From an optimization exercise on the open Yosys and OpenROAD flow, aimed at small area, a short achievable clock period and few clock cycles per item; shortcuts taken in it are not production practice. RTL that was checked went through simulation tests only; none was proved equivalent to the original. Power and IR drop assume default switching activity.

==> flow/design.v <==
package ftss_pkg;
    localparam int FTSS_SECTOR_BYTES      = 512;
    localparam int FTSS_FILE_SECTOR_LIMIT = 32;
    localparam int FTSS_QUEUE_DEPTH       = 2;
    localparam int STATUS_W = 3;
    localparam int FILE_W   = 16;
    localparam int OFFSET_W = 9;
    localparam int COUNT_W  = 10;
    localparam int ADDR_W   = 4;
    typedef enum logic [STATUS_W-1:0] {
        ST_CHUNK   = 3'd0,
        ST_EMPTY   = 3'd1,
        ST_NOSPACE = 3'd2,
        ST_BADPOS  = 3'd3,
        ST_ERASED  = 3'd4
    } status_t;
    typedef enum logic [1:0] {
        REG_ERASED = 2'd0,
        REG_SPF    = 2'd1,
        REG_MAIN   = 2'd2,
        REG_BACKUP = 2'd3
    } reg_index_t;
endpackage
import ftss_pkg::*;
module file_transfer_sector_splitter
#(
    parameter int SECTOR_BYTES      = FTSS_SECTOR_BYTES,
    parameter int FILE_SECTOR_LIMIT = FTSS_FILE_SECTOR_LIMIT
) (
    input  logic                aclk,
    input  logic                aresetn,
    input  logic                psel,
    input  logic                penable,
    input  logic                pwrite,
    input  logic [ADDR_W-1:0]   paddr,
    input  logic [31:0]         pwdata,
    output logic [31:0]         prdata,
    output logic                pready,
    input  logic                s_valid,
    output logic                s_ready,
    input  logic                s_req_type,
    input  logic [FILE_W-1:0]   s_file_index,
    input  logic signed [31:0]  s_position,
    input  logic [31:0]         s_transfer_length,
    output logic                m_valid,
    input  logic                m_ready,
    output logic [STATUS_W-1:0] m_status,
    output logic [31:0]         m_physical_sector,
    output logic [OFFSET_W-1:0] m_sector_offset,
    output logic [COUNT_W-1:0]  m_chunk_bytes,
    output logic                m_last
);
    logic        erased_reg;
    logic [5:0]  spf_reg;
    logic [31:0] main_reg;
    logic [31:0] backup_reg;
    logic        cfg_write;
    logic [1:0]  cfg_index;
    assign pready    = 1'b1;
    assign cfg_write = psel && penable && pwrite;
    assign cfg_index = paddr[3:2];
    always_ff @(posedge aclk) begin
        if (!aresetn) begin
            erased_reg <= 1'b0;
            spf_reg    <= 6'd1;
            main_reg   <= 32'd0;
            backup_reg <= 32'd1;
        end else if (cfg_write) begin
            unique case (cfg_index)
                REG_ERASED: erased_reg <= pwdata[0];
                REG_SPF:    spf_reg    <= pwdata[5:0];
                REG_MAIN:   main_reg   <= pwdata;
                REG_BACKUP: backup_reg <= pwdata;
                default:    erased_reg <= erased_reg;
            endcase
        end
    end
    always_comb begin
        unique case (cfg_index)
            REG_ERASED: prdata = {31'd0, erased_reg};
            REG_SPF:    prdata = {26'd0, spf_reg};
            REG_MAIN:   prdata = main_reg;
            REG_BACKUP: prdata = backup_reg;
            default:    prdata = '0;
        endcase
    end
    logic        a_big, b_big, cfg_eq;
    always_comb begin
        a_big  = |main_reg[31:22];
        b_big  = |backup_reg[31:22];
        cfg_eq = main_reg == backup_reg;
    end
    logic [5:0]          spf_e;
    logic                pos_oob;
    logic [STATUS_W-1:0] in_status;
    logic [15:0]         in_sum;
    logic [14:0]         in_end;
    logic [20:0]         in_s0;
    logic [20:0]         pp0, pp1, pp2, pp3, pp4, pp5;
    logic [41:0]         cs1, cs2, cs3, cs4;
    function automatic logic [41:0] csa(input logic [20:0] x, input logic [20:0] y,
                                        input logic [20:0] z);
        logic [20:0] sum, cry;
        sum = x ^ y ^ z;
        cry = {((x[19:0] & y[19:0]) | (x[19:0] & z[19:0]) | (y[19:0] & z[19:0])), 1'b0};
        csa = {cry, sum};
    endfunction
    logic                r_valid;
    logic [STATUS_W-1:0] r_status;
    logic [20:0]         r_s0;
    logic [13:0]         r_pos;
    logic [14:0]         r_end;
    logic                o_take;
    always_comb begin
        spf_e   = spf_reg[5] ? 6'd32 : {1'b0, spf_reg[4:0]};
        pos_oob = (|s_position[30:14]) || ({1'b0, s_position[13:9]} >= spf_e);
        if (erased_reg)
            in_status = ST_ERASED;
        else if (s_position[31])
            in_status = ST_BADPOS;
        else if (pos_oob)
            in_status = s_req_type ? ST_NOSPACE : ST_EMPTY;
        else if (s_transfer_length == 32'd0)
            in_status = ST_EMPTY;
        else
            in_status = ST_CHUNK;
        in_sum = {2'b00, s_position[13:0]} + {1'b0, s_transfer_length[14:0]};
        in_end = ((|s_transfer_length[31:15]) || (in_sum[15:9] >= {1'b0, spf_e}))
               ? {spf_e, 9'd0} : in_sum[14:0];
        pp0 = {5'd0, s_file_index & {16{spf_e[0]}}};
        pp1 = {4'd0, s_file_index & {16{spf_e[1]}}, 1'b0};
        pp2 = {3'd0, s_file_index & {16{spf_e[2]}}, 2'b0};
        pp3 = {2'd0, s_file_index & {16{spf_e[3]}}, 3'b0};
        pp4 = spf_e[5] ? {s_file_index, 5'd0} : {1'd0, s_file_index & {16{spf_e[4]}}, 4'b0};
        pp5 = {16'd0, s_position[13:9]};
        cs1    = csa(pp0, pp1, pp2);
        cs2    = csa(pp3, pp4, pp5);
        cs3    = csa(cs1[20:0], cs1[41:21], cs2[20:0]);
        cs4    = csa(cs3[20:0], cs3[41:21], cs2[41:21]);
        in_s0  = cs4[20:0] + cs4[41:21];
    end
    assign s_ready = !r_valid || o_take;
    always_ff @(posedge aclk) begin
        if (!aresetn) begin
            r_valid <= 1'b0;
        end else if (s_valid && s_ready) begin
            r_valid <= 1'b1;
        end else if (o_take) begin
            r_valid <= 1'b0;
        end
    end
    always_ff @(posedge aclk) begin
        if (s_valid && s_ready) begin
            r_status <= in_status;
            r_s0     <= in_s0;
            r_pos    <= s_position[13:0];
            r_end    <= in_end;
        end
    end
    logic                o_valid;
    logic [STATUS_W-1:0] o_status;
    logic [21:0]         o_sector;
    logic [13:0]         o_pos;      
    logic [4:0]          o_ke;       
    logic [9:0]          o_lb;       
    logic                o_more;     
    logic                o_last;
    logic [9:0]          o_top;
    always_comb begin
        o_last = !o_more;
        o_top  = o_last ? o_lb : 10'd512;
    end
    logic                sx_step;
    logic [21:0]         sx_x;
    logic [22:0]         sx_da, sx_db;
    logic                sx_a_ge, sx_b_ge, sx_a_m1, sx_b_m1, sx_a_m2, sx_b_m2;
    logic                sx_g1, sx_g2, sx_e1, sx_f;
    logic [1:0]          sx_inc;
    logic [21:0]         sx_sector;
    logic [19:0]         sx_up1;
    logic [2:0]          sx_lo;
    always_comb begin
        sx_step = o_more;
        sx_x    = sx_step ? o_sector : {1'b0, r_s0};
        sx_da   = {1'b0, sx_x} - {1'b0, main_reg[21:0]};
        sx_db   = {1'b0, sx_x} - {1'b0, backup_reg[21:0]};
        sx_a_ge = !a_big && !sx_da[22];
        sx_b_ge = !b_big && !sx_db[22];
        sx_a_m1 = !a_big && (sx_da == 23'h7F_FFFF);
        sx_b_m1 = !b_big && (sx_db == 23'h7F_FFFF);
        sx_a_m2 = !a_big && (sx_da == 23'h7F_FFFE);
        sx_b_m2 = !b_big && (sx_db == 23'h7F_FFFE);
        sx_g1   = sx_a_ge || sx_b_ge;
        sx_g2   = cfg_eq ? sx_g1 : ((sx_a_ge || sx_a_m1) && (sx_b_ge || sx_b_m1));
        sx_e1   = sx_a_m1 || sx_b_m1;
        sx_f    = cfg_eq || sx_a_m2 || sx_b_m2;
        if (sx_step)
            sx_inc = sx_e1 ? (sx_f ? 2'd3 : 2'd2) : 2'd1;
        else
            sx_inc = {sx_g1 && sx_g2, sx_g1 ^ sx_g2};
        sx_up1    = sx_x[21:2] + 20'd1;
        sx_lo     = {1'b0, sx_x[1:0]} + {1'b0, sx_inc};
        sx_sector = {sx_lo[2] ? sx_up1 : sx_x[21:2], sx_lo[1:0]};
    end
    logic o_done, o_step;
    assign o_done = o_valid && m_ready && o_last;
    assign o_take = !o_valid || o_done;
    assign o_step = o_valid && m_ready && !o_last;
    always_ff @(posedge aclk) begin
        if (!aresetn) begin
            o_valid <= 1'b0;
            o_more  <= 1'b0;
        end else if (o_take) begin
            o_valid <= r_valid;
            o_more  <= r_valid && (r_status == ST_CHUNK)
                    && (5'(r_end[14:9] - {5'd0, r_end[8:0] == 9'd0}) != r_pos[13:9]);
        end else if (o_step) begin
            o_more  <= (o_ke != o_pos[13:9] + 5'd1);
        end
    end
    always_ff @(posedge aclk) begin
        if (o_take && r_valid) begin
            o_status <= r_status;
            if (r_status == ST_CHUNK) begin
                o_sector <= sx_sector;
                o_pos    <= r_pos;
                o_ke     <= 5'(r_end[14:9] - {5'd0, r_end[8:0] == 9'd0});
                o_lb     <= {r_end[8:0] == 9'd0, r_end[8:0]};
            end else begin
                o_sector <= '0;
                o_pos    <= '0;
                o_ke     <= '0;
                o_lb     <= '0;
            end
        end else if (o_step) begin
            o_sector <= sx_sector;
            o_pos    <= {o_pos[13:9] + 5'd1, 9'd0};
        end
    end
    assign m_valid           = o_valid;
    assign m_status          = o_status;
    assign m_physical_sector = {10'd0, o_sector};
    assign m_sector_offset   = o_pos[8:0];
    assign m_chunk_bytes     = o_top - {1'b0, o_pos[8:0]};
    assign m_last            = o_last;
endmodule
==> flow/config.mk <==
export PLATFORM = sky130hd
export DESIGN_NAME = file_transfer_sector_splitter
export DESIGN_NICKNAME = file_transfer_sector_splitter
export VERILOG_FILES = /design/flow/design.v
export SDC_FILE = /design/flow/constraint.sdc
export NUM_CORES = 4
export LEC_CHECK = 0
export CAP_MARGIN = 20
export CORE_MARGIN = 2
export CORE_UTILIZATION = 40
export SLEW_MARGIN = 20
==> flow/constraint.sdc <==
create_clock -name core_clock -period 5.5 [get_ports {aclk}]
set_input_delay 1.1000 -clock core_clock [delete_from_list [all_inputs] [get_ports {aclk}]]
set_output_delay 1.1000 -clock core_clock [all_outputs]
set_load 0.01 [all_outputs]
standard.sh (not shown) runs the stock make flow with config.mk's settings and CLKGATE_MAP_FILE= SYNTH_SCRIPT=/design/flow/synth_recipe.tcl, a recipe that flattens the netlist after the stock synthesis.
==> flow/flow/run.sh <==
#!/bin/bash
# The standard layout (standard.sh, standard synthesis), with the port buffers
# made as sky130_fd_sc_hd__buf_1 cells.
set -euo pipefail
bash standard.sh "BUFFER_PORTS_ARGS=-buffer_cell sky130_fd_sc_hd__buf_1" finish > make_finish.log 2>&1
The first run completed, yet does not pass: negative setup slack.
Next try:
--- a/flow/design.v
+++ b/flow/design.v
@@ -175,12 +175,10 @@
     logic [22:0]         sx_da, sx_db;
     logic                sx_a_ge, sx_b_ge, sx_a_m1, sx_b_m1, sx_a_m2, sx_b_m2;
     logic                sx_g1, sx_g2, sx_e1, sx_f;
     logic [1:0]          sx_inc;
     logic [21:0]         sx_sector;
-    logic [19:0]         sx_up1;
-    logic [2:0]          sx_lo;
     always_comb begin
         sx_step = o_more;
         sx_x    = sx_step ? o_sector : {1'b0, r_s0};
         sx_da   = {1'b0, sx_x} - {1'b0, main_reg[21:0]};
         sx_db   = {1'b0, sx_x} - {1'b0, backup_reg[21:0]};
@@ -196,13 +194,11 @@
         sx_f    = cfg_eq || sx_a_m2 || sx_b_m2;
         if (sx_step)
             sx_inc = sx_e1 ? (sx_f ? 2'd3 : 2'd2) : 2'd1;
         else
             sx_inc = {sx_g1 && sx_g2, sx_g1 ^ sx_g2};
-        sx_up1    = sx_x[21:2] + 20'd1;
-        sx_lo     = {1'b0, sx_x[1:0]} + {1'b0, sx_inc};
-        sx_sector = {sx_lo[2] ? sx_up1 : sx_x[21:2], sx_lo[1:0]};
+        sx_sector = sx_x + {20'd0, sx_inc};
     end
     logic o_done, o_step;
     assign o_done = o_valid && m_ready && o_last;
     assign o_take = !o_valid || o_done;
     assign o_step = o_valid && m_ready && !o_last;
=>
- The changed run ran to the end with violations: negative setup slack
- sequential power barely changes
- hold slack got worse by 0.0040 ns
- combinational power is lower by about 3%
- register-to-register slack improved by 0.18 ns
- setup slack improved by 0.18 ns
- cell area is lower by 1.0%
- total power is lower by about 0.6%
- global-route usage is lower by 0.73 points
- via count is lower by about 2.6%
- clock-buffer cell count is higher by 2
- non-clock buffer count is lower by 43
- area after synthesis barely changes
Testbench counts after the change, summed over its fixed seeds: cycles 49,244, requests 12,000.
For the first run of this note, only the layout was checked, not whether the RTL still works.

==> separate check: timing with driven ports <==
How much do the figures lean on ideal ports? The routed layouts below were timed once more, with nothing changed but the port constraints. Step 1 assumes that a clkbuf_16 drives the clock port and a buf_2 every other input. Step 2 times the ports against the registers' clock, not the clock port: input delays grow and output delays shrink by t, the midpoint of the rising clock arrivals with the driver on. a / b / c = ideal ports / drivers / drivers and shift; a / b = the first two.
run	t (ns)	setup slack, ns	slew at the worst register clock pin (ns)	pins driven straight from the clock port
the first run	0.504	-0.245 / -0.245 / -0.245	0.07 / 0.07	1
the second run	0.504	-0.067 / -0.067 / -0.067	0.08 / 0.08	1
